This design comes from an exercise in tuning for small area, a short achievable clock period and few clock cycles per item on the open sky130 flow, not from production work.
Function was checked by simulation only, so behaviour that the tests miss may differ from the original.
Power figures rest on the tool's default switching activity, not on a simulated workload.

==> design/flow/design.v <==
`default_nettype none
package lc4_pkg;
   localparam logic [15:0] RESET_PC = 16'h8200;
   localparam logic [3:0] OP_ARITH = 4'b0001;
   localparam logic [3:0] OP_LOGIC = 4'b0101;
   localparam logic [3:0] OP_CONST = 4'b1001;
   function automatic logic insn_writes_rd(input logic [15:0] insn);
      case (insn[15:12])
         OP_ARITH: insn_writes_rd = insn[5] || (insn[4:3] != 2'b11);
         OP_LOGIC: insn_writes_rd = 1'b1;
         OP_CONST: insn_writes_rd = 1'b1;
         default:  insn_writes_rd = 1'b0;
      endcase
   endfunction
endpackage
`default_nettype wire
`timescale 1ns/1ps
`default_nettype none
module lc4_mul_csa (
   input  logic [15:0] a,
   input  logic [7:0]  one,    
   input  logic [7:0]  two,    
   input  logic [7:0]  neg,    
   output logic [15:0] s,
   output logic [15:0] c
);
   logic one0, two0, neg0;
   logic pp0_0;
   logic pp0_1;
   logic pp0_2;
   logic pp0_3;
   logic pp0_4;
   logic pp0_5;
   logic pp0_6;
   logic pp0_7;
   logic pp0_8;
   logic pp0_9;
   logic pp0_10;
   logic pp0_11;
   logic pp0_12;
   logic pp0_13;
   logic pp0_14;
   logic pp0_15;
   logic one1, two1, neg1;
   logic pp1_0;
   logic pp1_1;
   logic pp1_2;
   logic pp1_3;
   logic pp1_4;
   logic pp1_5;
   logic pp1_6;
   logic pp1_7;
   logic pp1_8;
   logic pp1_9;
   logic pp1_10;
   logic pp1_11;
   logic pp1_12;
   logic pp1_13;
   logic one2, two2, neg2;
   logic pp2_0;
   logic pp2_1;
   logic pp2_2;
   logic pp2_3;
   logic pp2_4;
   logic pp2_5;
   logic pp2_6;
   logic pp2_7;
   logic pp2_8;
   logic pp2_9;
   logic pp2_10;
   logic pp2_11;
   logic one3, two3, neg3;
   logic pp3_0;
   logic pp3_1;
   logic pp3_2;
   logic pp3_3;
   logic pp3_4;
   logic pp3_5;
   logic pp3_6;
   logic pp3_7;
   logic pp3_8;
   logic pp3_9;
   logic one4, two4, neg4;
   logic pp4_0;
   logic pp4_1;
   logic pp4_2;
   logic pp4_3;
   logic pp4_4;
   logic pp4_5;
   logic pp4_6;
   logic pp4_7;
   logic one5, two5, neg5;
   logic pp5_0;
   logic pp5_1;
   logic pp5_2;
   logic pp5_3;
   logic pp5_4;
   logic pp5_5;
   logic one6, two6, neg6;
   logic pp6_0;
   logic pp6_1;
   logic pp6_2;
   logic pp6_3;
   logic one7, two7, neg7;
   logic pp7_0;
   logic pp7_1;
   logic hs0, hc0;
   logic hs1, hc1;
   logic fs2, fc2;
   logic hs3, hc3;
   logic fs4, fc4;
   logic hs5, hc5;
   logic fs6, fc6;
   logic fs7, fc7;
   logic hs8, hc8;
   logic fs9, fc9;
   logic fs10, fc10;
   logic hs11, hc11;
   logic hs12, hc12;
   logic hs13, hc13;
   logic fs14, fc14;
   logic hs15, hc15;
   logic fs16, fc16;
   logic hs17, hc17;
   logic fs18, fc18;
   logic fs19, fc19;
   logic fs20, fc20;
   logic fs21, fc21;
   logic fs22, fc22;
   logic fs23, fc23;
   logic fs24, fc24;
   logic fs25, fc25;
   logic fs26, fc26;
   logic fs27, fc27;
   logic fs28, fc28;
   logic fs29, fc29;
   logic hs30, hc30;
   logic hs31, hc31;
   logic fs32, fc32;
   logic fs33, fc33;
   logic fs34, fc34;
   logic fs35, fc35;
   logic fs36, fc36;
   logic fs37, fc37;
   logic fs38, fc38;
   logic fs39, fc39;
   logic fs40, fc40;
   logic fs41, fc41;
   logic hs42, hc42;
   logic hs43, hc43;
   logic fs44, fc44;
   logic fs45, fc45;
   logic fs46, fc46;
   logic fs47, fc47;
   logic fs48, fc48;
   logic fs49, fc49;
   logic fs50, fc50;
   logic fs51, fc51;
   logic fs52, fc52;
   logic fs53, fc53;
   logic fs54, fc54;
   logic fs55, fc55;
   assign one0 = one[0];
   assign two0 = two[0];
   assign neg0 = neg[0];
   assign pp0_0 = (one0 & a[0]) ^ neg0;
   assign pp0_1 = ((one0 & a[1]) | (two0 & a[0])) ^ neg0;
   assign pp0_2 = ((one0 & a[2]) | (two0 & a[1])) ^ neg0;
   assign pp0_3 = ((one0 & a[3]) | (two0 & a[2])) ^ neg0;
   assign pp0_4 = ((one0 & a[4]) | (two0 & a[3])) ^ neg0;
   assign pp0_5 = ((one0 & a[5]) | (two0 & a[4])) ^ neg0;
   assign pp0_6 = ((one0 & a[6]) | (two0 & a[5])) ^ neg0;
   assign pp0_7 = ((one0 & a[7]) | (two0 & a[6])) ^ neg0;
   assign pp0_8 = ((one0 & a[8]) | (two0 & a[7])) ^ neg0;
   assign pp0_9 = ((one0 & a[9]) | (two0 & a[8])) ^ neg0;
   assign pp0_10 = ((one0 & a[10]) | (two0 & a[9])) ^ neg0;
   assign pp0_11 = ((one0 & a[11]) | (two0 & a[10])) ^ neg0;
   assign pp0_12 = ((one0 & a[12]) | (two0 & a[11])) ^ neg0;
   assign pp0_13 = ((one0 & a[13]) | (two0 & a[12])) ^ neg0;
   assign pp0_14 = ((one0 & a[14]) | (two0 & a[13])) ^ neg0;
   assign pp0_15 = ((one0 & a[15]) | (two0 & a[14])) ^ neg0;
   assign one1 = one[1];
   assign two1 = two[1];
   assign neg1 = neg[1];
   assign pp1_0 = (one1 & a[0]) ^ neg1;
   assign pp1_1 = ((one1 & a[1]) | (two1 & a[0])) ^ neg1;
   assign pp1_2 = ((one1 & a[2]) | (two1 & a[1])) ^ neg1;
   assign pp1_3 = ((one1 & a[3]) | (two1 & a[2])) ^ neg1;
   assign pp1_4 = ((one1 & a[4]) | (two1 & a[3])) ^ neg1;
   assign pp1_5 = ((one1 & a[5]) | (two1 & a[4])) ^ neg1;
   assign pp1_6 = ((one1 & a[6]) | (two1 & a[5])) ^ neg1;
   assign pp1_7 = ((one1 & a[7]) | (two1 & a[6])) ^ neg1;
   assign pp1_8 = ((one1 & a[8]) | (two1 & a[7])) ^ neg1;
   assign pp1_9 = ((one1 & a[9]) | (two1 & a[8])) ^ neg1;
   assign pp1_10 = ((one1 & a[10]) | (two1 & a[9])) ^ neg1;
   assign pp1_11 = ((one1 & a[11]) | (two1 & a[10])) ^ neg1;
   assign pp1_12 = ((one1 & a[12]) | (two1 & a[11])) ^ neg1;
   assign pp1_13 = ((one1 & a[13]) | (two1 & a[12])) ^ neg1;
   assign one2 = one[2];
   assign two2 = two[2];
   assign neg2 = neg[2];
   assign pp2_0 = (one2 & a[0]) ^ neg2;
   assign pp2_1 = ((one2 & a[1]) | (two2 & a[0])) ^ neg2;
   assign pp2_2 = ((one2 & a[2]) | (two2 & a[1])) ^ neg2;
   assign pp2_3 = ((one2 & a[3]) | (two2 & a[2])) ^ neg2;
   assign pp2_4 = ((one2 & a[4]) | (two2 & a[3])) ^ neg2;
   assign pp2_5 = ((one2 & a[5]) | (two2 & a[4])) ^ neg2;
   assign pp2_6 = ((one2 & a[6]) | (two2 & a[5])) ^ neg2;
   assign pp2_7 = ((one2 & a[7]) | (two2 & a[6])) ^ neg2;
   assign pp2_8 = ((one2 & a[8]) | (two2 & a[7])) ^ neg2;
   assign pp2_9 = ((one2 & a[9]) | (two2 & a[8])) ^ neg2;
   assign pp2_10 = ((one2 & a[10]) | (two2 & a[9])) ^ neg2;
   assign pp2_11 = ((one2 & a[11]) | (two2 & a[10])) ^ neg2;
   assign one3 = one[3];
   assign two3 = two[3];
   assign neg3 = neg[3];
   assign pp3_0 = (one3 & a[0]) ^ neg3;
   assign pp3_1 = ((one3 & a[1]) | (two3 & a[0])) ^ neg3;
   assign pp3_2 = ((one3 & a[2]) | (two3 & a[1])) ^ neg3;
   assign pp3_3 = ((one3 & a[3]) | (two3 & a[2])) ^ neg3;
   assign pp3_4 = ((one3 & a[4]) | (two3 & a[3])) ^ neg3;
   assign pp3_5 = ((one3 & a[5]) | (two3 & a[4])) ^ neg3;
   assign pp3_6 = ((one3 & a[6]) | (two3 & a[5])) ^ neg3;
   assign pp3_7 = ((one3 & a[7]) | (two3 & a[6])) ^ neg3;
   assign pp3_8 = ((one3 & a[8]) | (two3 & a[7])) ^ neg3;
   assign pp3_9 = ((one3 & a[9]) | (two3 & a[8])) ^ neg3;
   assign one4 = one[4];
   assign two4 = two[4];
   assign neg4 = neg[4];
   assign pp4_0 = (one4 & a[0]) ^ neg4;
   assign pp4_1 = ((one4 & a[1]) | (two4 & a[0])) ^ neg4;
   assign pp4_2 = ((one4 & a[2]) | (two4 & a[1])) ^ neg4;
   assign pp4_3 = ((one4 & a[3]) | (two4 & a[2])) ^ neg4;
   assign pp4_4 = ((one4 & a[4]) | (two4 & a[3])) ^ neg4;
   assign pp4_5 = ((one4 & a[5]) | (two4 & a[4])) ^ neg4;
   assign pp4_6 = ((one4 & a[6]) | (two4 & a[5])) ^ neg4;
   assign pp4_7 = ((one4 & a[7]) | (two4 & a[6])) ^ neg4;
   assign one5 = one[5];
   assign two5 = two[5];
   assign neg5 = neg[5];
   assign pp5_0 = (one5 & a[0]) ^ neg5;
   assign pp5_1 = ((one5 & a[1]) | (two5 & a[0])) ^ neg5;
   assign pp5_2 = ((one5 & a[2]) | (two5 & a[1])) ^ neg5;
   assign pp5_3 = ((one5 & a[3]) | (two5 & a[2])) ^ neg5;
   assign pp5_4 = ((one5 & a[4]) | (two5 & a[3])) ^ neg5;
   assign pp5_5 = ((one5 & a[5]) | (two5 & a[4])) ^ neg5;
   assign one6 = one[6];
   assign two6 = two[6];
   assign neg6 = neg[6];
   assign pp6_0 = (one6 & a[0]) ^ neg6;
   assign pp6_1 = ((one6 & a[1]) | (two6 & a[0])) ^ neg6;
   assign pp6_2 = ((one6 & a[2]) | (two6 & a[1])) ^ neg6;
   assign pp6_3 = ((one6 & a[3]) | (two6 & a[2])) ^ neg6;
   assign one7 = one[7];
   assign two7 = two[7];
   assign neg7 = neg[7];
   assign pp7_0 = (one7 & a[0]) ^ neg7;
   assign pp7_1 = ((one7 & a[1]) | (two7 & a[0])) ^ neg7;
   assign hs0 = pp0_10 ^ pp1_8;
   assign hc0 = pp0_10 & pp1_8;
   assign hs1 = pp0_11 ^ pp1_9;
   assign hc1 = pp0_11 & pp1_9;
   assign fs2 = pp0_12 ^ pp1_10 ^ pp2_8;
   assign fc2 = (pp0_12 & pp1_10) | (pp0_12 & pp2_8) | (pp1_10 & pp2_8);
   assign hs3 = pp3_6 ^ pp4_4;
   assign hc3 = pp3_6 & pp4_4;
   assign fs4 = pp0_13 ^ pp1_11 ^ pp2_9;
   assign fc4 = (pp0_13 & pp1_11) | (pp0_13 & pp2_9) | (pp1_11 & pp2_9);
   assign hs5 = pp3_7 ^ pp4_5;
   assign hc5 = pp3_7 & pp4_5;
   assign fs6 = pp0_14 ^ pp1_12 ^ pp2_10;
   assign fc6 = (pp0_14 & pp1_12) | (pp0_14 & pp2_10) | (pp1_12 & pp2_10);
   assign fs7 = pp3_8 ^ pp4_6 ^ pp5_4;
   assign fc7 = (pp3_8 & pp4_6) | (pp3_8 & pp5_4) | (pp4_6 & pp5_4);
   assign hs8 = pp6_2 ^ pp7_0;
   assign hc8 = pp6_2 & pp7_0;
   assign fs9 = pp0_15 ^ pp1_13 ^ pp2_11;
   assign fc9 = (pp0_15 & pp1_13) | (pp0_15 & pp2_11) | (pp1_13 & pp2_11);
   assign fs10 = pp3_9 ^ pp4_7 ^ pp5_5;
   assign fc10 = (pp3_9 & pp4_7) | (pp3_9 & pp5_5) | (pp4_7 & pp5_5);
   assign hs11 = pp6_3 ^ pp7_1;
   assign hc11 = pp6_3 & pp7_1;
   assign hs12 = pp0_6 ^ pp1_4;
   assign hc12 = pp0_6 & pp1_4;
   assign hs13 = pp0_7 ^ pp1_5;
   assign hc13 = pp0_7 & pp1_5;
   assign fs14 = pp0_8 ^ pp1_6 ^ pp2_4;
   assign fc14 = (pp0_8 & pp1_6) | (pp0_8 & pp2_4) | (pp1_6 & pp2_4);
   assign hs15 = pp3_2 ^ pp4_0;
   assign hc15 = pp3_2 & pp4_0;
   assign fs16 = pp0_9 ^ pp1_7 ^ pp2_5;
   assign fc16 = (pp0_9 & pp1_7) | (pp0_9 & pp2_5) | (pp1_7 & pp2_5);
   assign hs17 = pp3_3 ^ pp4_1;
   assign hc17 = pp3_3 & pp4_1;
   assign fs18 = hs0 ^ pp2_6 ^ pp3_4;
   assign fc18 = (hs0 & pp2_6) | (hs0 & pp3_4) | (pp2_6 & pp3_4);
   assign fs19 = pp4_2 ^ pp5_0 ^ neg5;
   assign fc19 = (pp4_2 & pp5_0) | (pp4_2 & neg5) | (pp5_0 & neg5);
   assign fs20 = hc0 ^ hs1 ^ pp2_7;
   assign fc20 = (hc0 & hs1) | (hc0 & pp2_7) | (hs1 & pp2_7);
   assign fs21 = pp3_5 ^ pp4_3 ^ pp5_1;
   assign fc21 = (pp3_5 & pp4_3) | (pp3_5 & pp5_1) | (pp4_3 & pp5_1);
   assign fs22 = hc1 ^ fs2 ^ hs3;
   assign fc22 = (hc1 & fs2) | (hc1 & hs3) | (fs2 & hs3);
   assign fs23 = pp5_2 ^ pp6_0 ^ neg6;
   assign fc23 = (pp5_2 & pp6_0) | (pp5_2 & neg6) | (pp6_0 & neg6);
   assign fs24 = fc2 ^ hc3 ^ fs4;
   assign fc24 = (fc2 & hc3) | (fc2 & fs4) | (hc3 & fs4);
   assign fs25 = hs5 ^ pp5_3 ^ pp6_1;
   assign fc25 = (hs5 & pp5_3) | (hs5 & pp6_1) | (pp5_3 & pp6_1);
   assign fs26 = fc4 ^ hc5 ^ fs6;
   assign fc26 = (fc4 & hc5) | (fc4 & fs6) | (hc5 & fs6);
   assign fs27 = fs7 ^ hs8 ^ neg7;
   assign fc27 = (fs7 & hs8) | (fs7 & neg7) | (hs8 & neg7);
   assign fs28 = fc6 ^ fc7 ^ hc8;
   assign fc28 = (fc6 & fc7) | (fc6 & hc8) | (fc7 & hc8);
   assign fs29 = fs9 ^ fs10 ^ hs11;
   assign fc29 = (fs9 & fs10) | (fs9 & hs11) | (fs10 & hs11);
   assign hs30 = pp0_4 ^ pp1_2;
   assign hc30 = pp0_4 & pp1_2;
   assign hs31 = pp0_5 ^ pp1_3;
   assign hc31 = pp0_5 & pp1_3;
   assign fs32 = hs12 ^ pp2_2 ^ pp3_0;
   assign fc32 = (hs12 & pp2_2) | (hs12 & pp3_0) | (pp2_2 & pp3_0);
   assign fs33 = hc12 ^ hs13 ^ pp2_3;
   assign fc33 = (hc12 & hs13) | (hc12 & pp2_3) | (hs13 & pp2_3);
   assign fs34 = hc13 ^ fs14 ^ hs15;
   assign fc34 = (hc13 & fs14) | (hc13 & hs15) | (fs14 & hs15);
   assign fs35 = fc14 ^ hc15 ^ fs16;
   assign fc35 = (fc14 & hc15) | (fc14 & fs16) | (hc15 & fs16);
   assign fs36 = fc16 ^ hc17 ^ fs18;
   assign fc36 = (fc16 & hc17) | (fc16 & fs18) | (hc17 & fs18);
   assign fs37 = fc18 ^ fc19 ^ fs20;
   assign fc37 = (fc18 & fc19) | (fc18 & fs20) | (fc19 & fs20);
   assign fs38 = fc20 ^ fc21 ^ fs22;
   assign fc38 = (fc20 & fc21) | (fc20 & fs22) | (fc21 & fs22);
   assign fs39 = fc22 ^ fc23 ^ fs24;
   assign fc39 = (fc22 & fc23) | (fc22 & fs24) | (fc23 & fs24);
   assign fs40 = fc24 ^ fc25 ^ fs26;
   assign fc40 = (fc24 & fc25) | (fc24 & fs26) | (fc25 & fs26);
   assign fs41 = fc26 ^ fc27 ^ fs28;
   assign fc41 = (fc26 & fc27) | (fc26 & fs28) | (fc27 & fs28);
   assign hs42 = pp0_2 ^ pp1_0;
   assign hc42 = pp0_2 & pp1_0;
   assign hs43 = pp0_3 ^ pp1_1;
   assign hc43 = pp0_3 & pp1_1;
   assign fs44 = hs30 ^ pp2_0 ^ neg2;
   assign fc44 = (hs30 & pp2_0) | (hs30 & neg2) | (pp2_0 & neg2);
   assign fs45 = hc30 ^ hs31 ^ pp2_1;
   assign fc45 = (hc30 & hs31) | (hc30 & pp2_1) | (hs31 & pp2_1);
   assign fs46 = hc31 ^ fs32 ^ neg3;
   assign fc46 = (hc31 & fs32) | (hc31 & neg3) | (fs32 & neg3);
   assign fs47 = fc32 ^ fs33 ^ pp3_1;
   assign fc47 = (fc32 & fs33) | (fc32 & pp3_1) | (fs33 & pp3_1);
   assign fs48 = fc33 ^ fs34 ^ neg4;
   assign fc48 = (fc33 & fs34) | (fc33 & neg4) | (fs34 & neg4);
   assign fs49 = fc34 ^ fs35 ^ hs17;
   assign fc49 = (fc34 & fs35) | (fc34 & hs17) | (fs35 & hs17);
   assign fs50 = fc35 ^ fs36 ^ fs19;
   assign fc50 = (fc35 & fs36) | (fc35 & fs19) | (fs36 & fs19);
   assign fs51 = fc36 ^ fs37 ^ fs21;
   assign fc51 = (fc36 & fs37) | (fc36 & fs21) | (fs37 & fs21);
   assign fs52 = fc37 ^ fs38 ^ fs23;
   assign fc52 = (fc37 & fs38) | (fc37 & fs23) | (fs38 & fs23);
   assign fs53 = fc38 ^ fs39 ^ fs25;
   assign fc53 = (fc38 & fs39) | (fc38 & fs25) | (fs39 & fs25);
   assign fs54 = fc39 ^ fs40 ^ fs27;
   assign fc54 = (fc39 & fs40) | (fc39 & fs27) | (fs40 & fs27);
   assign fs55 = fc40 ^ fs41 ^ fs29;
   assign fc55 = (fc40 & fs41) | (fc40 & fs29) | (fs41 & fs29);
   assign s[0] = pp0_0;
   assign c[0] = neg0;
   assign s[1] = pp0_1;
   assign c[1] = 1'b0;
   assign s[2] = hs42;
   assign c[2] = neg1;
   assign s[3] = hc42;
   assign c[3] = hs43;
   assign s[4] = hc43;
   assign c[4] = fs44;
   assign s[5] = fc44;
   assign c[5] = fs45;
   assign s[6] = fc45;
   assign c[6] = fs46;
   assign s[7] = fc46;
   assign c[7] = fs47;
   assign s[8] = fc47;
   assign c[8] = fs48;
   assign s[9] = fc48;
   assign c[9] = fs49;
   assign s[10] = fc49;
   assign c[10] = fs50;
   assign s[11] = fc50;
   assign c[11] = fs51;
   assign s[12] = fc51;
   assign c[12] = fs52;
   assign s[13] = fc52;
   assign c[13] = fs53;
   assign s[14] = fc53;
   assign c[14] = fs54;
   assign s[15] = fc54;
   assign c[15] = fs55;
endmodule
module lc4_booth (
   input  logic [15:0] b,
   output logic [7:0]  one,
   output logic [7:0]  two,
   output logic [7:0]  neg
);
   logic [16:0] bx;
   assign bx = {b, 1'b0};
   always_comb
      for (int j = 0; j < 8; j++) begin
         one[j] = bx[2*j+1] ^ bx[2*j];
         two[j] = (bx[2*j+2] & ~bx[2*j+1] & ~bx[2*j]) | (~bx[2*j+2] & bx[2*j+1] & bx[2*j]);
         neg[j] = bx[2*j+2];
      end
endmodule
`default_nettype wire
`timescale 1ns/1ps
`default_nettype none
module lc4_ooo_core (
   input  logic        gwe,
   input  logic        rst_n,
   output logic [15:0] imem_addr,
   input  logic [15:0] imem_out,
   output logic        commit_valid,
   output logic [15:0] commit_pc,
   output logic [15:0] commit_insn,
   output logic [15:0] commit_value,
   output logic        commit_we,
   output logic [2:0]  commit_reg,
   output logic [2:0]  commit_nzp
);
   logic [15:0] pc_f;
   logic        d_valid;
   logic [15:0] d_insn;
   logic        x_valid, x_we, x_mulph;
   logic [15:0] x_insn, x_a, x_b;
   logic [7:0]  x_one, x_two, x_neg;    
   logic        c_valid, c_we, c_zero;
   logic [15:0] c_pc, c_insn, c_value;
   logic [15:0] rf [8];
   logic [7:0]  rf_ok;
   logic        x_sub, x_and, x_or, x_xor, x_mul;
   logic        stall, x_wr;
   logic [15:0] sum, res, mul_s, mul_c;
   assign stall = x_valid && x_mul && !x_mulph;    
   assign sum   = x_a + (x_b ^ {16{x_sub}}) + {15'd0, x_sub};
   lc4_mul_csa i_mul (.a(x_a), .one(x_one), .two(x_two), .neg(x_neg), .s(mul_s), .c(mul_c));
   always_comb begin
      if (x_and)
         res = x_a & x_b;
      else if (x_or)
         res = x_a | x_b;
      else if (x_xor)
         res = x_a ^ x_b;
      else
         res = sum;
   end
   assign x_wr = x_valid && x_we && !stall;
   logic [3:0]  d_op;
   logic [2:0]  d_rs, d_rt, d_fn;
   logic [15:0] rf_a, rf_b, d_imm, a_next, b_next;
   logic [7:0]  b_one, b_two, b_neg;
   logic        d_arith, d_logic, d_const, d_imm_sel, d_not, byp_a, byp_b, use_a, d_mul;
   assign d_op      = d_insn[15:12];
   assign d_fn      = d_insn[5:3];
   assign d_rs      = d_insn[8:6];
   assign d_rt      = d_insn[2:0];
   assign d_arith   = (d_op == lc4_pkg::OP_ARITH);
   assign d_logic   = (d_op == lc4_pkg::OP_LOGIC);
   assign d_const   = (d_op == lc4_pkg::OP_CONST);
   assign d_not     = d_logic && (d_fn == 3'b001);
   assign d_mul     = d_arith && (d_fn == 3'b001);
   assign d_imm_sel = d_const || d_not || (d_fn[2] && (d_arith || d_logic));
   assign d_imm     = d_const ? {{7{d_insn[8]}}, d_insn[8:0]} :
                      d_not   ? 16'hffff : {{11{d_insn[4]}}, d_insn[4:0]};
   assign use_a     = !d_const;
   assign rf_a      = (use_a && rf_ok[d_rs]) ? rf[d_rs] : 16'h0000;
   assign rf_b      = rf_ok[d_rt] ? rf[d_rt] : 16'h0000;
   assign byp_a     = use_a && x_wr && (x_insn[11:9] == d_rs);
   assign byp_b     = x_wr && (x_insn[11:9] == d_rt);
   assign a_next    = byp_a ? res : rf_a;
   assign b_next    = d_imm_sel ? d_imm : (byp_b ? res : rf_b);
   lc4_booth i_booth (.b(b_next), .one(b_one), .two(b_two), .neg(b_neg));
   assign imem_addr = pc_f;
   always_ff @(posedge gwe or negedge rst_n) begin
      if (!rst_n) begin
         pc_f    <= lc4_pkg::RESET_PC;
         c_pc    <= lc4_pkg::RESET_PC;
         d_valid <= 1'b0;
         x_valid <= 1'b0;
         x_mulph <= 1'b0;
         c_valid <= 1'b0;
         rf_ok   <= '0;
      end else begin
         pc_f    <= pc_f + {15'd0, !(d_valid && d_mul && !stall)};
         c_pc    <= c_pc + {15'd0, c_valid};
         d_valid <= 1'b1;
         if (!stall)
            x_valid <= d_valid;
         x_mulph <= stall;
         c_valid <= x_valid && !stall;
         if (x_wr)
            rf_ok[x_insn[11:9]] <= 1'b1;
      end
   end
   always_ff @(posedge gwe) begin
      d_insn <= imem_out;
      x_one  <= b_one;
      x_two  <= b_two;
      x_neg  <= b_neg;
      if (stall) begin
         x_a <= mul_s;
         x_b <= mul_c;
      end else begin
         x_insn <= d_insn;
         x_we   <= lc4_pkg::insn_writes_rd(d_insn);
         x_sub  <= d_arith && (d_fn == 3'b010);
         x_mul  <= d_mul;
         x_and  <= d_logic && (d_fn == 3'b000 || d_fn[2]);
         x_or   <= d_logic && (d_fn == 3'b010);
         x_xor  <= d_logic && (d_fn == 3'b011 || d_fn == 3'b001);
         x_a    <= a_next;
         x_b    <= b_next;
      end
      c_insn  <= x_insn;
      c_we    <= x_we;
      c_value <= res;
      c_zero  <= (res == 16'h0000);
      if (x_wr)
         rf[x_insn[11:9]] <= res;
   end
   assign commit_valid = c_valid;
   assign commit_pc    = c_pc;
   assign commit_insn  = c_insn;
   assign commit_value = c_value;
   assign commit_we    = c_we;
   assign commit_reg   = c_insn[11:9];
   assign commit_nzp   = {c_value[15], c_zero, !c_value[15] && !c_zero};
endmodule
`default_nettype wire
==> design/flow/flow/run.sh <==
#!/bin/bash
# Standard layout (the standard.sh), with plain buffers on the ports and a
# tighter setup repair target. Each tool's output goes to a log in this folder.
set -euo pipefail
bash standard.sh BUFFER_PORTS_ARGS="-buffer_cell sky130_fd_sc_hd__buf_2" SETUP_SLACK_MARGIN=5.5 finish > flow_make.log 2>&1
==> design/flow/standard.sh <==
#!/bin/bash
# synth_recipe.tcl (not shown) runs the flow's synth.tcl, then flattens the netlist and writes it again
# the make line also repeats each setting of config.mk as NAME=value (left out here)
make -C /OpenROAD-flow-scripts/flow DESIGN_CONFIG=/design/flow/config.mk WORK_HOME=/design/flow/orfs CLKGATE_MAP_FILE= SYNTH_SCRIPT=/design/flow/synth_recipe.tcl "${@:-finish}"
==> design/flow/config.mk <==
export PLATFORM = sky130hd
export DESIGN_NAME = lc4_ooo_core
export DESIGN_NICKNAME = lc4_ooo_core
export VERILOG_FILES = /design/flow/design.v
export SDC_FILE = /design/flow/constraint.sdc
export NUM_CORES = 4
export LEC_CHECK = 0
export ABC_AREA = 1
export CAP_MARGIN = 20
export CORE_MARGIN = 2
export CORE_UTILIZATION = 40
export SLEW_MARGIN = 20
==> design/flow/constraint.sdc <==
create_clock -name core_clock -period 9.0 [get_ports {gwe}]
set_input_delay 1.8000 -clock core_clock [delete_from_list [all_inputs] [get_ports {gwe}]]
set_output_delay 1.8000 -clock core_clock [all_outputs]
set_load 0.01 [all_outputs]
==> results of run 1 <==
cell families (layout without fill, tap and decap cells):
kind of cell               Yosys count  count (layout)  synth area share (%)
DFF                                300             300                 45.59
muxes                                2               2                0.1328
xor gates and xnor gates           134             134                 6.920
and+or+nand+nor                    619             619                 15.40
buffers and inverters              335             430                 8.204
AOI/OAI and AO/OA                  438             438                 14.56
adders and majority gates          104             104                 9.177
other                                1               1               0.02211
Yosys cell counts (2+ instances only):
cell	count	area [um^2]
nand2_1	363	1363
inv_1	210	788.3
o21ai_0	164	820.8
edfxtp_1	150	4504
a21oi_1	136	680.7
nor2_1	119	446.7
xor2_1	115	1007
dfxtp_1	106	2122
nand3_1	72	360.4
ha_1	70	875.8
o22ai_1	66	412.9
clkbuf_1	40	150.1
dfrtp_1	40	1001
fa_1	34	680.7
buf_2	30	150.1
inv_2	20	75.07
nand2_2	19	118.9
xnor2_1	19	166.4
o211ai_1	17	127.6
nand4_1	13	81.33
a31oi_1	12	75.07
o21ai_1	12	60.06
buf_4	11	82.58
buf_1	10	37.54
o31ai_1	10	75.07
nor3_1	9	45.04
buf_6	7	78.83
clkinv_1	6	22.52
a21oi_2	4	35.03
dfstp_2	4	105.1
nand3_2	4	40.04
nand2_4	3	33.78
nor3_2	3	30.03
nor3b_1	3	22.52
o21ai_2	3	26.28
o21bai_1	3	22.52
or2_2	3	18.77
mux2_2	2	22.52
nor4_1	2	12.51
or2_1	2	12.51
power groups by stage:
stage          Sequential, mW  Combinational (mW)  Clock, mW
2_1_floorplan            1.75               0.902          0
3_3_place_gp             1.76                1.35          0
3_5_place_dp             1.76                1.36          0
4_1_cts                  1.74                1.41       1.41
5_1_grt                  1.76                1.61       1.46
6_report                 1.74                1.45       1.38
through the flow:
step,instances,hold slack (ns),utilization (%)
4_1_cts,2562,0.3389,45.68
6_report,2567,0.3386,45.99
2_1_floorplan,1933,0.3233,-
3_3_place_gp,2484,0.3237,42.42
5_1_grt,2567,0.3447,45.99
3_5_place_dp,2484,0.3269,42.42
state kept, by name, summed over array words and instances, names as in the netlist, 8 cells and up:
name,flops
x_a,16
x_two,8
d_insn,16
rf_ok,8
c_value,16
x_insn,16
x_one,8
c_pc,16
x_neg,8
rf,128
x_b,16
c_insn,16
pc_f,16
final cells by class:
cell class              instances  area (um^2)  area share, %
clock buffers                  45        983.4          5.109
inverters                     237        922.1          4.790
multi-input cells            1298         7966          41.38
repair buffers                134        808.3          4.199
clock inverters                14        141.4         0.7345
well taps                     539        674.4          3.503
flip-flops and latches        300         7754          40.28
final timing paths:
kind | slack (ns) | start | endpoint | cells after the start
worst min register to register | 0.34 | x_insn[0] | c_insn[0] | 0
worst max-delay path | 5.56 | x_one[0] | x_b[12] | 13
worst min-delay path | 0.34 | x_insn[0] | c_insn[0] | 0
min in group asynchronous | 1.27 | rst_n | rf_ok[0] | 1
worst max register to register | 5.56 | x_one[0] | x_b[12] | 13
max in group asynchronous | 7.31 | rst_n | pc_f[2] | 1
worst reg2reg max path: cells and delay by family, from the launching register on:
family	cells	cell delay (ns)
buf+inv	5	0.58
flops	1	0.35
fa+ha+maj	4	1.93
compound gates	2	0.22
simple gates	1	0.13
xor+xnor	1	0.11
what timing repair did:
item,in CTS,in global routing
pin swaps,9,20
gates resized for setup,33,27
hold buffers,0,0
endpoints found under the setup margin,8,15
setup buffers,19,5
per-layer routing:
metal  GRT usage (%)  wire [um]
met5               0          0
met3           3.247       3459
met4           7.875       1573
met1           30.86      21800
met2           37.82      23870
==> impl_metrics.toml, run 1 <==
[timing]
setup_viol = 0
rsz0062_at_grt = "yes"
slew_headroom_pct = 37.71
maxSlewViolCount = 0
timing.final.crit_period_ns = 3.443
fin_ws_ns = 5.557
tns_ns = 0
fin_skew_ns = 0.02358
hold_viol_final = 0
max_freq_mhz = 290.4
fin_crit_sh_pct = 38.26
worstMarginPinSlew_ns = 0.9329

[pwr]
clockPowerShare_pct = 30.2
switching_power_mw = 1.613
comb_power_share_pct = 31.7
internal_power_mw = 2.964
seq_power_share_pct = 38.1
swShare_pct = 35.23
power_mw = 4.577
leakagePower_nw = 8.553
ir_drop_mv = 0.1565
p_per_area_mw_per_mm2 = 237.8

[critical_path]
critPathTopFamily = "adder cells"
worstPathRequired_ns = 9.37
cp_cell_sequence = "clkinvlp_4 -> buf_6 -> o22ai_2 -> xor2_1 -> fa_1 -> inv_1 -> fa_1 -> inv_1 -> fa_1 -> inv_1 -> fa_1 -> nor2_1 -> a31oi_1"
worstPathMaxFanout = 4
slowest_stage = "fa_1"
critPathBufInv = 5
crit_type = "reg -> reg"
cp-start-kind = "flip-flop"
end_kind = "flip-flop"
crit_path_frequent_cell = "fa_1"
max_stage_delay_ns = 0.50
arrival_ns = 3.82

[floorplanning]
die-area_mm2 = 0.04406
start_util_pct = 40.52
die_height_um = 209.9
coreArea_mm2 = 0.04185
fp-row-count = 75
die_w_um = 209.9
ios = 90

[hold_path]
hp-class = "reg -> reg"

[grt]
grt_usage_pct = 22.88
grt_pass1_wl_mm = 77.47
gr-total-overflow = 0
grt_max_degree = 91
grt_pass1_vias = 13281
antenna_found_initial = 1

[clocking]
h-tree-depth = 2
cts_tree = "built"
root_buffer = "clkbuf_16"
clock-sinks = 300
cts.path.max_buffers = 3
clock_latency_ns = 0.52
numCtsBuffers = 34
cts.clk_slew.worst_paths_ns = 0.06

[drt]
vias_per_cell = 5.352
avgRoutedWirePerCell_um = 19.75
ant_nets = 0
routed_wl_mm = 50.70
drt_iter0_drc = 1401
first_pass_iters = 6
num_vias = 13738
drcViolationCount = 0

[run_status]
outcome = "no timing/DRC/antenna violations"

[placement]
dp_hpwl_mm = 34.16
gp_congestion = 0.9292
io_buffers = 89
pre_cts_ws_ns = 5.157
placed_cell_area_mm2 = 0.01776

[yosys]
synth_warnings = 2
synthFlopType = "edfxtp_1"
seq_area_frac_synth_pct = 45.59
synth-seq-cells = 300
postSynth.asyncResetShare_pct = 14.67
synth_edf_count = 150
syn_inst = 1933
synth_fp_nets = 2055
avgSynthCellArea_um2 = 8.774
syn_area_mm2 = 0.01696
synth_cell_type_count = 57

[finish]
syn_to_final_growth_pct = 13.50
nets = 2127
final_common_cell = "nand2_1"
fin_area_mm2 = 0.01925
num-fill-cells = 4046
final_layout_size_suffix_gt1_share_pct = 15.63
mostFrequentLayoutCells = "nand2_1, inv_1, o21ai_0"
diodes = 0

[flow_run]
drv_cap = 0
Testbench counts, summed over its fixed seeds: cycles 17,590, items 16,000.
==> inputs of run 2 (changes only) <==
--- a/design/flow/config.mk
+++ b/design/flow/config.mk
@@ -7,3 +7,2 @@
 export LEC_CHECK = 0
-export ABC_AREA = 1
 export CAP_MARGIN = 20
@@ -11,2 +10,4 @@
 export CORE_UTILIZATION = 40
+export CTS_CLUSTER_DIAMETER = 150
+export CTS_CLUSTER_SIZE = 30
 export SLEW_MARGIN = 20
==> impl_metrics.toml, run 2 <==
[finish]
fin_area_mm2 = 0.01808
regArea_mm2 = 0.007806
largest_reg_flops = 128
final_layout_size_suffix_gt1_share_pct = 22.08
num-fill-cells = 3709
syn_to_final_growth_pct = 10.08
final_common_cell = "edfxtp_1"
diodes = 0
multi_input_area_mm2 = 0.008114
mostFrequentLayoutCells = "edfxtp_1, xnor2_1, buf_2"
nets = 1555

[hold_path]
min_from = "x_insn[3]"
hp-class = "reg -> reg"

[clocking]
clock_latency_ns = 0.52
root_buffer = "clkbuf_16"
cts_tree = "built"
h-tree-depth = 1
cts.path.max_buffers = 3
cts.clk_slew.worst_paths_ns = 0.12
clock-sinks = 300
numCtsBuffers = 13

[yosys]
syn_area_mm2 = 0.01642
synth_edf_count = 150
synthAdderAreaFrac_pct = 9.477
synth-seq-cells = 300
synth-compound-area-share_pct = 10.75
avgSynthCellArea_um2 = 12.02
synth-simple-area-share_pct = 7.961
synth_cell_type_count = 81
muxShareOfSynthArea_pct = 12.58
synth_top_family_by_area = "multiplexers"
postSynth.asyncResetShare_pct = 14.67
synth_top_area_cell = "edfxtp_1"
synth_warnings = 2
synth_xor_area_share_pct = 7.770
synth_top_area_share_pct = 27.42
synthFlopType = "edfxtp_1"
syn_inst = 1366
synth_area_leaders = "edfxtp_1, dfxtp_1, mux4_2"
netlist_top_cells_count = "edfxtp_1, dfxtp_1, xnor2_1, nor2_1, inv_1"
synth_fp_nets = 1488
synth.most_common_cell = "edfxtp_1"
seq_area_frac_synth_pct = 47.08

[grt]
grt_pass1_vias = 10854
grt_max_degree = 57
antenna_found_initial = 0
gr-total-overflow = 0
grt_usage_pct = 19.98
grt_pass1_wl_mm = 65.37

[critical_path]
arrival_ns = 3.77
slowest_stage = "fa_1"
worstPathMaxFanout = 5
r2r_setup_slack_ns = 5.64
max_stage_delay_ns = 0.53
crit_type = "reg -> reg"
end_kind = "flip-flop"
critPathTopFamily = "adder cells"
cp_cell_sequence = "buf_4 -> a22oi_1 -> xor2_1 -> fa_1 -> inv_1 -> fa_1 -> inv_1 -> fa_1 -> inv_1 -> fa_1 -> nor2_4 -> nor2_1"
worstPathRequired_ns = 9.42
cp-start-kind = "flip-flop"
critPathBufInv = 4
crit_path_frequent_cell = "fa_1"
reg2reg_from = "x_a[11]"
startpoint = "x_a[11]"

[timing]
rsz0062_at_grt = "yes"
max_freq_mhz = 297.9
worstMarginPinSlew_ns = 0.9887
setup_viol = 0
timing.final.crit_period_ns = 3.357
maxSlewViolCount = 0
fin_skew_ns = 0.02883
tns_ns = 0
slew_headroom_pct = 33.95
fin_crit_sh_pct = 37.30
hold_viol_final = 0

[floorplanning]
die_w_um = 206.6
ios = 90
die_height_um = 206.6
coreArea_mm2 = 0.04065
die-area_mm2 = 0.04270
start_util_pct = 40.41
fp-row-count = 74

[placement]
placed_cell_area_mm2 = 0.01739
io_buffers = 89
gp_congestion = 0.9150
dp_hpwl_mm = 29.32

[drt]
drcViolationCount = 0
num_vias = 11028
vias_per_cell = 5.592
routed_wl_mm = 42.40
drt_iter0_drc = 1010
avgRoutedWirePerCell_um = 21.50
ant_nets = 0
first_pass_iters = 5

[run_status]
outcome = "no timing/DRC/antenna violations"

[pwr]
ir_drop_mv = 0.1145
leakagePower_nw = 7.063
power_mw = 4.275
p_per_area_mw_per_mm2 = 236.5

[flow_run]
drv_cap = 0
## run 2: timing repair
| item | CTS | global route |
|---|---|---|
| pin swaps | 1 | 9 |
| setup buffers | 5 | 13 |
| gates resized for setup | 27 | 39 |
| hold buffers | 0 | 0 |
| endpoints found under the setup margin | 52 | 28 |
## run 2: final timing paths
kind                       depth (start not counted)        end
min reg2reg                                        0  c_insn[3]
max                                               12    x_a[13]
max reg2reg                                       12    x_a[13]
min in group asynchronous                          1   rf_ok[4]
min                                                0  c_insn[3]
max in group asynchronous                          1   c_pc[15]
## run 2: routing by layer
layer  up-vias  GRT usage [%]  part of all wire, %
li1       5091              -                    -
met1      5601          28.87                   45
met2       291          32.08                   48
met3        45          2.072                  4.8
met4         0          5.485                  2.5
met5         -              0                    0
## run 2: per-stage QoR
| step | hold WS, ns | worst slack (ns) | util (%) | instances |
|---|---|---|---|---|
| CTS | 0.3507 | 5.505 | 43.91 | 1959 |
| global route | 0.3529 | 5.490 | 44.48 | 1972 |
| finish | 0.3467 | 5.643 | 44.48 | 1972 |
| detailed placement | 0.3294 | 4.966 | 42.79 | 1932 |
| global placement | 0.3255 | 5.042 | 42.79 | 1932 |
| floorplan | 0.3233 | 5.511 | - | 1366 |
## run 2: kinds of logic after synthesis
| family | Yosys count |
|---|---|
| AOI/OAI and AO/OA | 250 |
| and+or+nand+nor | 277 |
| other | 1 |
| xor gates and xnor gates | 144 |
| muxes | 118 |
| adders and majority gates | 104 |
| buffers and inverters | 172 |
| DFF | 300 |
## run 2: cell type report
type | count | area share [%]
Clock buffer | 21 | 1.965
Clock inverter | 1 | 0.04844
Inverter | 88 | 1.848
Multi-Input combinational cell | 894 | 44.88
Sequential cell | 300 | 43.18
Tap cell | 532 | 3.682
Timing Repair Buffer | 136 | 4.401
## run 2: report_power, final
part | switching, mW | total (mW) | internal [mW]
combinational | 0.966 | 1.69 | 0.723
clock | 0.427 | 0.706 | 0.280
sequential | 0.212 | 1.88 | 1.67
==> inputs of run 3 (changes only) <==
--- a/design/flow/config.mk
+++ b/design/flow/config.mk
@@ -10,4 +10,4 @@
 export CORE_UTILIZATION = 40
-export CTS_CLUSTER_DIAMETER = 150
-export CTS_CLUSTER_SIZE = 30
+export CTS_CLUSTER_DIAMETER = 120
+export CTS_CLUSTER_SIZE = 22
 export SLEW_MARGIN = 20
==> impl_metrics.toml, run 3 <==
[pwr]
p_per_area_mw_per_mm2 = 240.9
ir_drop_mv = 0.1922
leakagePower_nw = 7.155

[yosys]
postSynth.asyncResetShare_pct = 14.67
synth_top_area_cell = "edfxtp_1"
syn_area_mm2 = 0.01642
synth.most_common_cell = "edfxtp_1"
syn_inst = 1366
synth-seq-cells = 300
synth_top_area_share_pct = 27.42
synthFlopType = "edfxtp_1"
synth_area_leaders = "edfxtp_1, dfxtp_1, mux4_2"
synth_warnings = 2
synth_cell_type_count = 81
netlist_top_cells_count = "edfxtp_1, dfxtp_1, xnor2_1, nor2_1, inv_1"
synth_edf_count = 150
seq_area_frac_synth_pct = 47.08
synth_fp_nets = 1488
avgSynthCellArea_um2 = 12.02

[drt]
ant_nets = 0
first_pass_iters = 5
routed_wl_mm = 42.43
drcViolationCount = 0
num_vias = 11104
avgRoutedWirePerCell_um = 21.41
drt_iter0_drc = 896
vias_per_cell = 5.602

[critical_path]
end_kind = "flip-flop"
startpoint = "x_two[1]"
worstPathRequired_ns = 9.39
worstPathMaxFanout = 6
r2r_end = "x_b[12]"
reg2reg_from = "x_two[1]"
arrival_ns = 3.77
cp-start-kind = "flip-flop"
crit_type = "reg -> reg"
r2r_setup_slack_ns = 5.61
r2r.worst_path.cells = 12
crit_end = "x_b[12]"

[timing]
fin_skew_ns = 0.01971
setup_viol = 0
hold_viol_final = 0
tns_ns = 0
fin_ws_ns = 5.613
fin_crit_sh_pct = 37.63
max_freq_mhz = 295.3
maxSlewViolCount = 0
rsz0062_at_grt = "yes"
slew_headroom_pct = 35.29
holdWs_ns = 0.3486
worstMarginPinSlew_ns = 0.9687
timing.final.crit_period_ns = 3.387

[clocking]
numCtsBuffers = 17
root_buffer = "clkbuf_16"
clock_latency_ns = 0.52
clock-sinks = 300
h-tree-depth = 1
cts.path.max_buffers = 3
cts_hold_buffers = 0
cts.clk_slew.worst_paths_ns = 0.09
cts_tree = "built"

[placement]
gp_congestion = 0.9150
place_inst = 1932
placed_cell_area_mm2 = 0.01739
io_buffers = 89
dp_hpwl_mm = 29.32
pre_cts_ws_ns = 4.966

[floorplanning]
die-area_mm2 = 0.04270
coreArea_mm2 = 0.04065
ios = 90
start_util_pct = 40.41
fp-row-count = 74
die_w_um = 206.6
die_height_um = 206.6

[finish]
diodes = 0
final_layout_size_suffix_gt1_share_pct = 22.28
syn_to_final_growth_pct = 11.02
final_common_cell = "edfxtp_1"
nets = 1561
largest_reg_flops = 128
finalNonFillerCells = 1982
mostFrequentLayoutCells = "edfxtp_1, xnor2_1, buf_2"
fin_area_mm2 = 0.01824

[grt]
grt_pass1_vias = 10959
grt_max_degree = 57
gr-total-overflow = 0
antenna_found_initial = 0
grt_usage_pct = 20.08
grt_pass1_wl_mm = 65.70

[run_status]
outcome = "no timing/DRC/antenna violations"

[flow_run]
drv_cap = 0

[hold_path]
hp-class = "reg -> reg"
==> run 3: cell counts after synthesis <==
Identical to the previous run, type by type.
==> run 3: where the power goes <==
part | total, mW | internal (mW) | switching (mW)
Sequential | 1.88 | 1.67 | 0.213
Clock | 0.839 | 0.395 | 0.444
Combinational | 1.67 | 0.722 | 0.952
==> run 3: cell families (layout without fill, tap and decap cells) <==
logic type                 Yosys count  after routing  synth area share [%]
DFF                                300            300                 47.08
and+or+nand+nor                    277            277                 7.961
AOI/OAI and AO/OA                  250            250                 10.75
buffers and inverters              172            256                 4.365
xor gates and xnor gates           144            144                 7.770
muxes                              118            118                 12.58
adders and majority gates          104            104                 9.477
other                                1              1               0.02283
==> run 3: metrics by stage <==
| stage | utilization [%] | total power, mW |
|---|---|---|
| finish | 44.86 | 4.393 |
| global route | 44.86 | 4.729 |
| CTS | 44.29 | 4.388 |
| detailed placement | 42.79 | 3.518 |
| global placement | 42.79 | 3.489 |
| floorplan | - | 2.999 |
==> run 3: worst min path at each step <==
| stage | startpoint | to | slack (ns) | cells after the start |
|---|---|---|---|---|
| after floorplan | x_insn[0] | c_insn[0] | 0.32 | 0 |
| after global placement | x_insn[0] | c_insn[0] | 0.33 | 0 |
| after detailed placement | x_insn[1] | c_insn[1] | 0.33 | 0 |
| after CTS | x_insn[3] | c_insn[3] | 0.35 | 0 |
| after global routing | x_insn[3] | c_insn[3] | 0.35 | 0 |
| final | x_insn[3] | c_insn[3] | 0.35 | 0 |
==> run 3: critical path, stage by stage (launching register included) <==
cell	delay, ns
dfxtp_4	0.38
buf_4	0.14
a22oi_1	0.18
xor2_1	0.13
fa_1	0.51
inv_1	0.05
fa_1	0.51
inv_1	0.07
fa_1	0.53
inv_1	0.05
fa_1	0.44
nor2_1	0.20
a21oi_1	0.06
==> run 3: timing repair <==
action,4_1_cts,5_1_grt
buffers inserted,4,16
pin swaps,1,11
hold endpoints to repair,0,0
setup endpoints to repair,53,28
resized for setup,30,31
==> run 3: per-layer routing <==
metal | vias to the layer above | share of wire, % | track usage [%]
li1 | 5098 | - | -
met1 | 5638 | 44 | 28.80
met2 | 318 | 48 | 32.10
met3 | 50 | 5.4 | 2.449
met4 | 0 | 2.5 | 5.740
met5 | - | 0 | 0
==> run 3: cell type report <==
type	count	area, um^2
Fill cell	3692	22410
Multi-Input combinational cell	894	8103
Sequential cell	300	7804
Timing Repair Buffer	138	810.8
Tap cell	532	665.6
Clock buffer	29	513.0
Inverter	88	330.3
Clock inverter	1	8.758
==> inputs of run 4 (changes only) <==
--- a/design/flow/config.mk
+++ b/design/flow/config.mk
@@ -9,5 +9,6 @@
 export CORE_MARGIN = 2
-export CORE_UTILIZATION = 40
+export CORE_UTILIZATION = 55
 export CTS_CLUSTER_DIAMETER = 120
 export CTS_CLUSTER_SIZE = 22
+export PLACE_DENSITY = 0.72
 export SLEW_MARGIN = 20
==> impl_metrics.toml, run 4 <==
[run_status]
outcome = "no timing/DRC/antenna violations"

[timing]
tns_ns = 0
setup_viol = 0
hold_viol_final = 0
fin_skew_ns = 0.01821
maxSlewViolCount = 0
fin_crit_sh_pct = 37.99
worstMarginPinSlew_ns = 1.147
timing.final.crit_period_ns = 3.419
rsz0062_at_grt = "yes"
max_freq_mhz = 292.5
slew_headroom_pct = 23.42

[yosys]
synth_edf_count = 150
seq_area_frac_synth_pct = 47.08
synth.most_common_cell = "edfxtp_1"
synth_top_area_cell = "edfxtp_1"
synth-seq-cells = 300
syn_inst = 1366
synth_top_area_share_pct = 27.42
netlist_top_cells_count = "edfxtp_1, dfxtp_1, xnor2_1, nor2_1, inv_1"
syn_area_mm2 = 0.01642
postSynth.asyncResetShare_pct = 14.67
synth_fp_nets = 1488
synthFlopType = "edfxtp_1"
synth_cell_type_count = 81
avgSynthCellArea_um2 = 12.02
synth_warnings = 2
synth_area_leaders = "edfxtp_1, dfxtp_1, mux4_2"

[finish]
nets = 1561
largest_reg_flops = 128
diodes = 0
mostFrequentLayoutCells = "edfxtp_1, xnor2_1, buf_2"
finalNonFillerCells = 1840
final_layout_size_suffix_gt1_share_pct = 22.28
final_common_cell = "edfxtp_1"
syn_to_final_growth_pct = 9.819

[pwr]
internal_power_mw = 2.766
comb_power_share_pct = 38.8
ir_drop_mv = 0.2278
switching_power_mw = 1.623
clockPowerShare_pct = 18.3
p_per_area_mw_per_mm2 = 243.3
seq_power_share_pct = 42.9
leakagePower_nw = 7.147
swShare_pct = 36.98

[floorplanning]
ios = 90
start_util_pct = 55.56
die_height_um = 176.8
die-area_mm2 = 0.03126
die_w_um = 176.8
coreArea_mm2 = 0.02956
fp-row-count = 63

[drt]
avgRoutedWirePerCell_um = 22.36
vias_per_cell = 6.148
routed_wl_mm = 41.14
num_vias = 11312
ant_nets = 0
drt_iter0_drc = 1464
drcViolationCount = 0
first_pass_iters = 6

[critical_path]
crit_type = "reg -> reg"
worstPathMaxFanout = 7
startpoint = "x_sub"
r2r.worst_path.cells = 12
arrival_ns = 3.87
crit_end = "x_two[5]"
r2r_setup_slack_ns = 5.58
r2r_end = "x_two[5]"
reg2reg_from = "x_sub"
end_kind = "flip-flop"
worstPathRequired_ns = 9.45
cp-start-kind = "flip-flop"

[clocking]
cts_tree = "built"
cts_hold_buffers = 0
h-tree-depth = 1
numCtsBuffers = 17
root_buffer = "clkbuf_16"
cts.path.max_buffers = 3
clock_latency_ns = 0.52
clock-sinks = 300
cts.clk_slew.worst_paths_ns = 0.10

[grt]
gr-total-overflow = 0
grt_max_degree = 50
grt_usage_pct = 26.23
grt_pass1_wl_mm = 62.82
grt_pass1_vias = 10907
antenna_found_initial = 0

[placement]
gp_congestion = 0.9742
place_inst = 1790
io_buffers = 89
dp_hpwl_mm = 28.41

[hold_path]
hp-class = "reg -> reg"
hold-path-cell-count = 0

[flow_run]
drv_cap = 0
run 4: cell counts after synthesis:
No cell type changed its count.
run 4: power by group through the flow:
| stage | Combinational, mW | Clock, mW | Sequential (mW) |
|---|---|---|---|
| 3_3_place_gp | 1.55 | 0 | 1.90 |
| 3_5_place_dp | 1.63 | 0 | 1.90 |
| 4_1_cts | 1.65 | 0.816 | 1.88 |
| 6_report | 1.70 | 0.803 | 1.88 |
| 2_1_floorplan | 1.19 | 0 | 1.81 |
| 5_1_grt | 1.90 | 0.864 | 1.90 |
run 4: cell type report:
cell class                      instances  area (um^2)
Inverter                               88        330.3
Clock buffer                           28        466.7
Sequential cell                       300         7802
Clock inverter                          2        17.52
Fill cell                            2343        11520
Multi-Input combinational cell        894         8107
Tap cell                              390        488.0
Timing Repair Buffer                  138        825.8
run 4: metal layers:
layer / up-vias / track usage, % / part of all wire, % / wire length, um
met5: - / 0 / 0 / 0
met4: 0 / 6.336 / 2.1 / 848
met3: 57 / 2.792 / 6.4 / 2614
met2: 452 / 42.85 / 48 / 19740
met1: 5690 / 37.96 / 44 / 17930
li1: 5113 / - / - / -
run 4: logic make-up after synthesis:
family | Yosys count | share of synthesized area, %
flops | 300 | 47.08
simple gates | 277 | 7.961
compound gates | 250 | 10.75
buf+inv | 172 | 4.365
xor+xnor | 144 | 7.770
mux | 118 | 12.58
fa+ha+maj | 104 | 9.477
other cells | 1 | 0.02283
run 4: critical path, cell delays in order (launching register included):
cell and delay, ns:
edfxtp_1 0.42, buf_4 0.18, buf_12 0.12, buf_4 0.16
xor2_1 0.17, ha_1 0.39, nand2_1 0.16, o21ai_2 0.29
mux2_2 0.38, nor4_2 0.27, a31oi_2 0.25, or3_1 0.44
mux2i_1 0.12
run 4: how the worst min path moves through the flow:
stage / start / to / slack (ns)
detailed placement: x_insn[13] / c_insn[13] / 0.33
global route: x_insn[0] / c_insn[0] / 0.34
floorplan: x_insn[0] / c_insn[0] / 0.32
finish: x_insn[0] / c_insn[0] / 0.33
CTS: x_insn[0] / c_insn[0] / 0.34
global placement: x_insn[1] / c_insn[1] / 0.33
run 4: metrics by stage:
step	area, um^2	worst slack (ns)	power [mW]	hold WS (ns)	util (%)
floorplan	16440	5.511	2.999	0.3233	-
global placement	17210	5.066	3.449	0.3259	58.22
detailed placement	17210	4.963	3.525	0.3269	58.22
CTS	17800	5.501	4.341	0.3369	60.21
global route	18040	5.370	4.667	0.3366	61.02
finish	18040	5.581	4.389	0.3324	61.02
run 4: what timing repair did:
action,4_1_cts,5_1_grt
resized for setup,28,32
hold endpoints to repair,0,0
pin swaps,1,9
buffers inserted,5,15
endpoints found under the setup margin,50,17
==> inputs of run 5 (changes only) <==
--- a/design/flow/config.mk
+++ b/design/flow/config.mk
@@ -9,6 +9,3 @@
 export CORE_MARGIN = 2
-export CORE_UTILIZATION = 55
-export CTS_CLUSTER_DIAMETER = 120
-export CTS_CLUSTER_SIZE = 22
-export PLACE_DENSITY = 0.72
+export CORE_UTILIZATION = 40
 export SLEW_MARGIN = 20
==> impl_metrics.toml, run 5 <==
[yosys]
syn_area_mm2 = 0.01642
avgSynthCellArea_um2 = 12.02
synth.most_common_cell = "edfxtp_1"
synth_area_leaders = "edfxtp_1, dfxtp_1, mux4_2"
synth-seq-cells = 300
synth_cell_type_count = 81
syn_inst = 1366
postSynth.asyncResetShare_pct = 14.67
synth_fp_nets = 1488
synth_top_area_cell = "edfxtp_1"
synth_top_area_share_pct = 27.42
synthFlopType = "edfxtp_1"
netlist_top_cells_count = "edfxtp_1, dfxtp_1, xnor2_1, nor2_1, inv_1"
synth_warnings = 2
synth_edf_count = 150
seq_area_frac_synth_pct = 47.08

[run_status]
outcome = "no timing/DRC/antenna violations"

[grt]
grt_max_degree = 57
grt_usage_pct = 20.43
gr-total-overflow = 0
grt_pass1_wl_mm = 66.49
grt_pass1_vias = 11107
antenna_found_initial = 0

[clocking]
h-tree-depth = 2
cts_hold_buffers = 0
cts.path.max_buffers = 3
cts_tree = "built"
cts.clk_slew.worst_paths_ns = 0.06
clock_latency_ns = 0.53
numCtsBuffers = 34
root_buffer = "clkbuf_16"
clock-sinks = 300

[pwr]
leakagePower_nw = 7.434
p_per_area_mw_per_mm2 = 262.0
ir_drop_mv = 0.1364

[timing]
hold_viol_final = 0
worstMarginPinSlew_ns = 0.9726
maxSlewViolCount = 0
tns_ns = 0
fin_skew_ns = 0.02097
setup_viol = 0
slew_headroom_pct = 35.16
fin_crit_sh_pct = 37.57
timing.final.crit_period_ns = 3.381
fin_ws_ns = 5.619
rsz0062_at_grt = "no"
max_freq_mhz = 295.8

[drt]
wl_met1_mm = 19.10
vias_per_cell = 5.605
drcViolationCount = 0
num_vias = 11282
drt_iter0_drc = 982
wl_met2_mm = 20.45
first_pass_iters = 6
top_layer_used = "met4"
avgRoutedWirePerCell_um = 21.36
met3_length_mm = 2.243
routed_wl_mm = 43.00
ant_nets = 0

[finish]
nets = 1578
final_common_cell = "edfxtp_1"
mostFrequentLayoutCells = "edfxtp_1, xnor2_1, buf_2"
largest_reg_flops = 128
syn_to_final_growth_pct = 14.50
num-fill-cells = 3648
finish.utilization_pct = 46.27
final_layout_size_suffix_gt1_share_pct = 23.97
finalNonFillerCells = 2013
fin_area_mm2 = 0.01881
diodes = 0

[critical_path]
worstPathRequired_ns = 9.41
crit_type = "reg -> reg"
r2r_setup_slack_ns = 5.62
arrival_ns = 3.80
end_kind = "flip-flop"
cp-start-kind = "flip-flop"
worstPathMaxFanout = 6

[placement]
io_buffers = 89
dp_hpwl_mm = 29.32
pre_cts_ws_ns = 4.966
place_inst = 1932
gp_congestion = 0.9150
placed_cell_area_mm2 = 0.01739

[flow_run]
drv_cap = 0

[floorplanning]
fp-row-count = 74
die-area_mm2 = 0.04270
die_w_um = 206.6
die_height_um = 206.6
coreArea_mm2 = 0.04065
start_util_pct = 40.41
ios = 90

[hold_path]
hp-class = "reg -> reg"
==> run 5: cell counts after synthesis <==
Identical to the previous run, type by type.
==> run 5: worst max-delay path: stages (launching register included) <==
cell	delay (ns)
dfxtp_4	0.37
buf_4	0.14
a22oi_1	0.18
xor2_1	0.13
fa_1	0.51
inv_1	0.05
fa_1	0.51
inv_1	0.07
fa_1	0.53
inv_1	0.05
fa_1	0.40
nor2_2	0.26
nor2_1	0.06
==> run 5: layout make-up <==
cell class              instances  area (um^2)  area share [%]
well taps                     532        665.6           3.539
inverters                      88        334.1           1.776
clock inverters                12        108.9          0.5788
repair buffers                138        808.3           4.298
flip-flops and latches        300         7801           41.48
clock buffers                  49        988.4           5.256
multi-input cells             894         8100           43.07
==> run 5: where the power goes <==
part / switching (mW) / leakage (nW) / internal [mW]
Clock: 0.558 / 0.540 / 0.799
Combinational: 0.964 / 4.04 / 0.724
Sequential: 0.211 / 2.86 / 1.67
Total: 1.73 / 7.43 / 3.19
==> run 5: per-stage QoR <==
step	total power, mW	hold WS [ns]
2_1_floorplan	2.999	0.3233
3_3_place_gp	3.489	0.3255
3_5_place_dp	3.518	0.3294
4_1_cts	4.916	0.3418
5_1_grt	5.267	0.3472
6_report	4.927	0.3394
==> run 5: per-layer routing <==
| metal | track usage (%) | vias up |
|---|---|---|
| li1 | - | 5159 |
| met1 | 29.08 | 5737 |
| met2 | 32.41 | 321 |
| met3 | 2.732 | 65 |
| met4 | 6.607 | 0 |
| met5 | 0 | - |
==> run 5: worst paths after layout <==
check,from,endpoint,depth (start not counted)
max,x_two[1],x_a[13],12
min,x_insn[15],c_insn[15],0
max reg2reg,x_two[1],x_a[13],12
min reg2reg,x_insn[15],c_insn[15],0
max in group asynchronous,rst_n,c_pc[14],1
min in group asynchronous,rst_n,rf_ok[4],1
==> run 5: kinds of logic after synthesis <==
family / synth area share (%)
other: 0.02283
adders and majority gates: 9.477
and+or+nand+nor: 7.961
xor gates and xnor gates: 7.770
DFF: 47.08
buffers and inverters: 4.365
AOI/OAI and AO/OA: 10.75
muxes: 12.58
==> run 5: what timing repair did <==
item / CTS / global route
endpoints found under the setup margin: 51 / 27
hold endpoints to repair: 0 / 0
gates resized for setup: 31 / 30
pin swaps: 2 / 14
buffers inserted: 4 / 16
==> inputs of run 6 (changes only) <==
==> design/flow/flow/run.sh (replaced) <==
#!/bin/bash
# Standard layout (the standard.sh), with plain buffers on the ports and a
# tighter setup repair target. Each tool's output goes to a log in this folder.
set -euo pipefail
bash standard.sh BUFFER_PORTS_ARGS="-buffer_cell sky130_fd_sc_hd__buf_1" SETUP_SLACK_MARGIN=5.5 finish > flow_make.log 2>&1
--- a/design/flow/config.mk
+++ b/design/flow/config.mk
@@ -10,2 +10,4 @@
 export CORE_UTILIZATION = 40
+export CTS_CLUSTER_DIAMETER = 120
+export CTS_CLUSTER_SIZE = 22
 export SLEW_MARGIN = 20
==> impl_metrics.toml, run 6 <==
[run_status]
outcome = "no timing/DRC/antenna violations"

[yosys]
netlist_top_cells_count = "edfxtp_1, dfxtp_1, xnor2_1, nor2_1, inv_1"
synth-seq-cells = 300
synth.most_common_cell = "edfxtp_1"
synth_cell_type_count = 81
syn_area_mm2 = 0.01642
synth_warnings = 2
seq_area_frac_synth_pct = 47.08
synth_area_leaders = "edfxtp_1, dfxtp_1, mux4_2"
synth_fp_nets = 1488
avgSynthCellArea_um2 = 12.02
synth_top_area_cell = "edfxtp_1"
syn_inst = 1366
synth_edf_count = 150
synthFlopType = "edfxtp_1"
postSynth.asyncResetShare_pct = 14.67
synth_top_area_share_pct = 27.42

[critical_path]
worstPathMaxFanout = 13
worstPathRequired_ns = 9.39
end_kind = "flip-flop"
arrival_ns = 3.77
r2r_setup_slack_ns = 5.63
cp_cell_sequence = "a22oi_1 -> xor2_1 -> fa_1 -> inv_1 -> fa_1 -> inv_1 -> fa_1 -> inv_1 -> fa_1 -> nor2_1 -> a21oi_1"
crit_type = "reg -> reg"
r2r_end = "x_b[12]"
cp-start-kind = "flip-flop"
r2r.worst_path.cells = 11
critPathBufInv = 3
slowest_stage = "fa_1"
crit_path_frequent_cell = "fa_1"
critPathTopFamily = "adder cells"
reg2reg_from = "x_a[7]"
max_stage_delay_ns = 0.54

[placement]
gp_congestion = 0.9110
placed_cell_area_mm2 = 0.01728
dp_hpwl_mm = 29.26
io_buffers = 89

[finish]
largest_reg_flops = 128
num-fill-cells = 3723
mostFrequentLayoutCells = "edfxtp_1, xnor2_1, buf_1"
nets = 1555
diodes = 0
final_layout_size_suffix_gt1_share_pct = 15.37
syn_to_final_growth_pct = 9.789
multi_input_area_mm2 = 0.008080
final_common_cell = "edfxtp_1"
fin_area_mm2 = 0.01803
regArea_mm2 = 0.007797

[timing]
worstMarginPinSlew_ns = 0.9562
max_freq_mhz = 296.3
hold_viol_final = 0
slew_headroom_pct = 36.12
maxSlewViolCount = 0
rsz0062_at_grt = "yes"
fin_skew_ns = 0.02188
timing.final.crit_period_ns = 3.375
tns_ns = 0
fin_crit_sh_pct = 37.50
setup_viol = 0

[drt]
num_vias = 11058
drcViolationCount = 0
drt_iter0_drc = 1083
ant_nets = 0
routed_wl_mm = 41.75
first_pass_iters = 6
vias_per_cell = 5.596
avgRoutedWirePerCell_um = 21.13

[grt]
grt_usage_pct = 19.94
antenna_found_initial = 0
grt_pass1_vias = 10786
grt_pass1_wl_mm = 65.03
grt_max_degree = 57
gr-total-overflow = 0

[pwr]
internal_power_mw = 2.728
leakagePower_nw = 6.808
clockPowerShare_pct = 18.5
switching_power_mw = 1.617
comb_power_share_pct = 37.8
ir_drop_mv = 0.1283
swShare_pct = 37.21
seq_power_share_pct = 43.6
p_per_area_mw_per_mm2 = 241.0

[flow_run]
drv_cap = 0

[clocking]
cts_hold_buffers = 0
cts_tree = "built"
numCtsBuffers = 17
h-tree-depth = 1
cts.clk_slew.worst_paths_ns = 0.10
clock-sinks = 300
root_buffer = "clkbuf_16"
cts.path.max_buffers = 3
clock_latency_ns = 0.53

[floorplanning]
fp-row-count = 74
coreArea_mm2 = 0.04065
start_util_pct = 40.41
ios = 90
die_w_um = 206.6
die-area_mm2 = 0.04270
die_height_um = 206.6

[hold_path]
hold_end = "c_insn[5]"
min_from = "x_insn[5]"
hp-class = "reg -> reg"
hold-path-cell-count = 0
==> run 6: repair_timing <==
item	4_1_cts	5_1_grt
gates resized for setup	30	20
buffers inserted	5	9
endpoints found under the setup margin	50	20
pin swaps	1	5
==> run 6: power groups by stage <==
stage               combinational, mW  sequential (mW)  clock (mW)
CTS                              1.64             1.89       0.834
global placement                 1.56             1.91           0
global route                     1.87             1.92       0.882
finish                           1.64             1.90       0.806
detailed placement               1.61             1.91           0
floorplan                        1.19             1.81           0
==> run 6: cells by family after synthesis <==
| family | count (synthesis) | share of synthesized area [%] |
|---|---|---|
| flops | 300 | 47.08 |
| simple gates | 277 | 7.961 |
| compound gates | 250 | 10.75 |
| buf+inv | 172 | 4.365 |
| xor+xnor | 144 | 7.770 |
| mux | 118 | 12.58 |
| fa+ha+maj | 104 | 9.477 |
| other cells | 1 | 0.02283 |
==> run 6: worst max path at each step <==
| stage | from | endpoint | slack (ns) | cells after the start |
|---|---|---|---|---|
| after floorplan | x_one[1] | x_b[15] | 5.51 | 14 |
| after global placement | x_sub | x_one[6] | 5.21 | 10 |
| after detailed placement | x_sub | x_two[1] | 5.06 | 10 |
| after CTS | x_neg[1] | x_b[15] | 5.50 | 12 |
| after global routing | x_a[8] | x_b[12] | 5.45 | 11 |
| final | x_a[7] | x_b[12] | 5.63 | 11 |
==> run 6: layer usage <==
metal  share of wire, %  track usage [%]
met2                 47            32.04
met4                2.5            5.383
met1                 46            28.83
met5                  0                0
met3                5.0            2.072
==> run 6: final cells by class <==
cell class	instances	share of cell area (%)
timing repair buffer	132	3.719
multi-input combinational	894	44.81
tap	532	3.691
inverter	88	1.853
clock buffer	28	2.588
clock inverter	2	0.09714
sequential	300	43.24
==> run 6: per-stage QoR <==
stage	utilization, %	std cells	setup slack [ns]	hold WS [ns]	power, mW
final	44.36	1976	5.625	0.3407	4.345
after global routing	44.36	1976	5.445	0.3576	4.674
after CTS	43.98	1967	5.503	0.3471	4.362
after detailed placement	42.52	1932	5.062	0.3293	3.521
after global placement	42.52	1932	5.210	0.3269	3.471
after floorplan	-	1366	5.511	0.3233	2.999

-- static timing again, ports no longer ideal --
No port has a modelled driver above. Below, the same layouts with a new extraction and two added sets of constraints. Step 1: set_driving_cell puts a clkbuf_16 on gwe and a buf_2 on each other input, an assumption about the parent block. Step 2 moves the port delays by t, midway between the first and last clock arrival at a register: inputs arrive t later, outputs are due t later. That takes back most of the time a late clock gives input paths. Slacks: ideal ports / drivers / drivers and shift; pairs: ideal ports / drivers.
run | t (ns) | setup WS [ns] | worst data-port slew with drivers (ns)
run 1 | 0.567 | 5.557 / 5.557 / 5.557 | 0.05
run 2 | 0.557 | 5.643 / 5.643 / 5.643 | 0.05
run 3 | 0.557 | 5.613 / 5.613 / 5.613 | 0.05
run 4 | 0.555 | 5.581 / 5.581 / 5.581 | 0.04
run 5 | 0.570 | 5.619 / 5.619 / 5.619 | 0.05
run 6 | 0.568 | 5.625 / 5.625 / 5.625 | 0.05
After both steps every run listed still meets setup and hold.
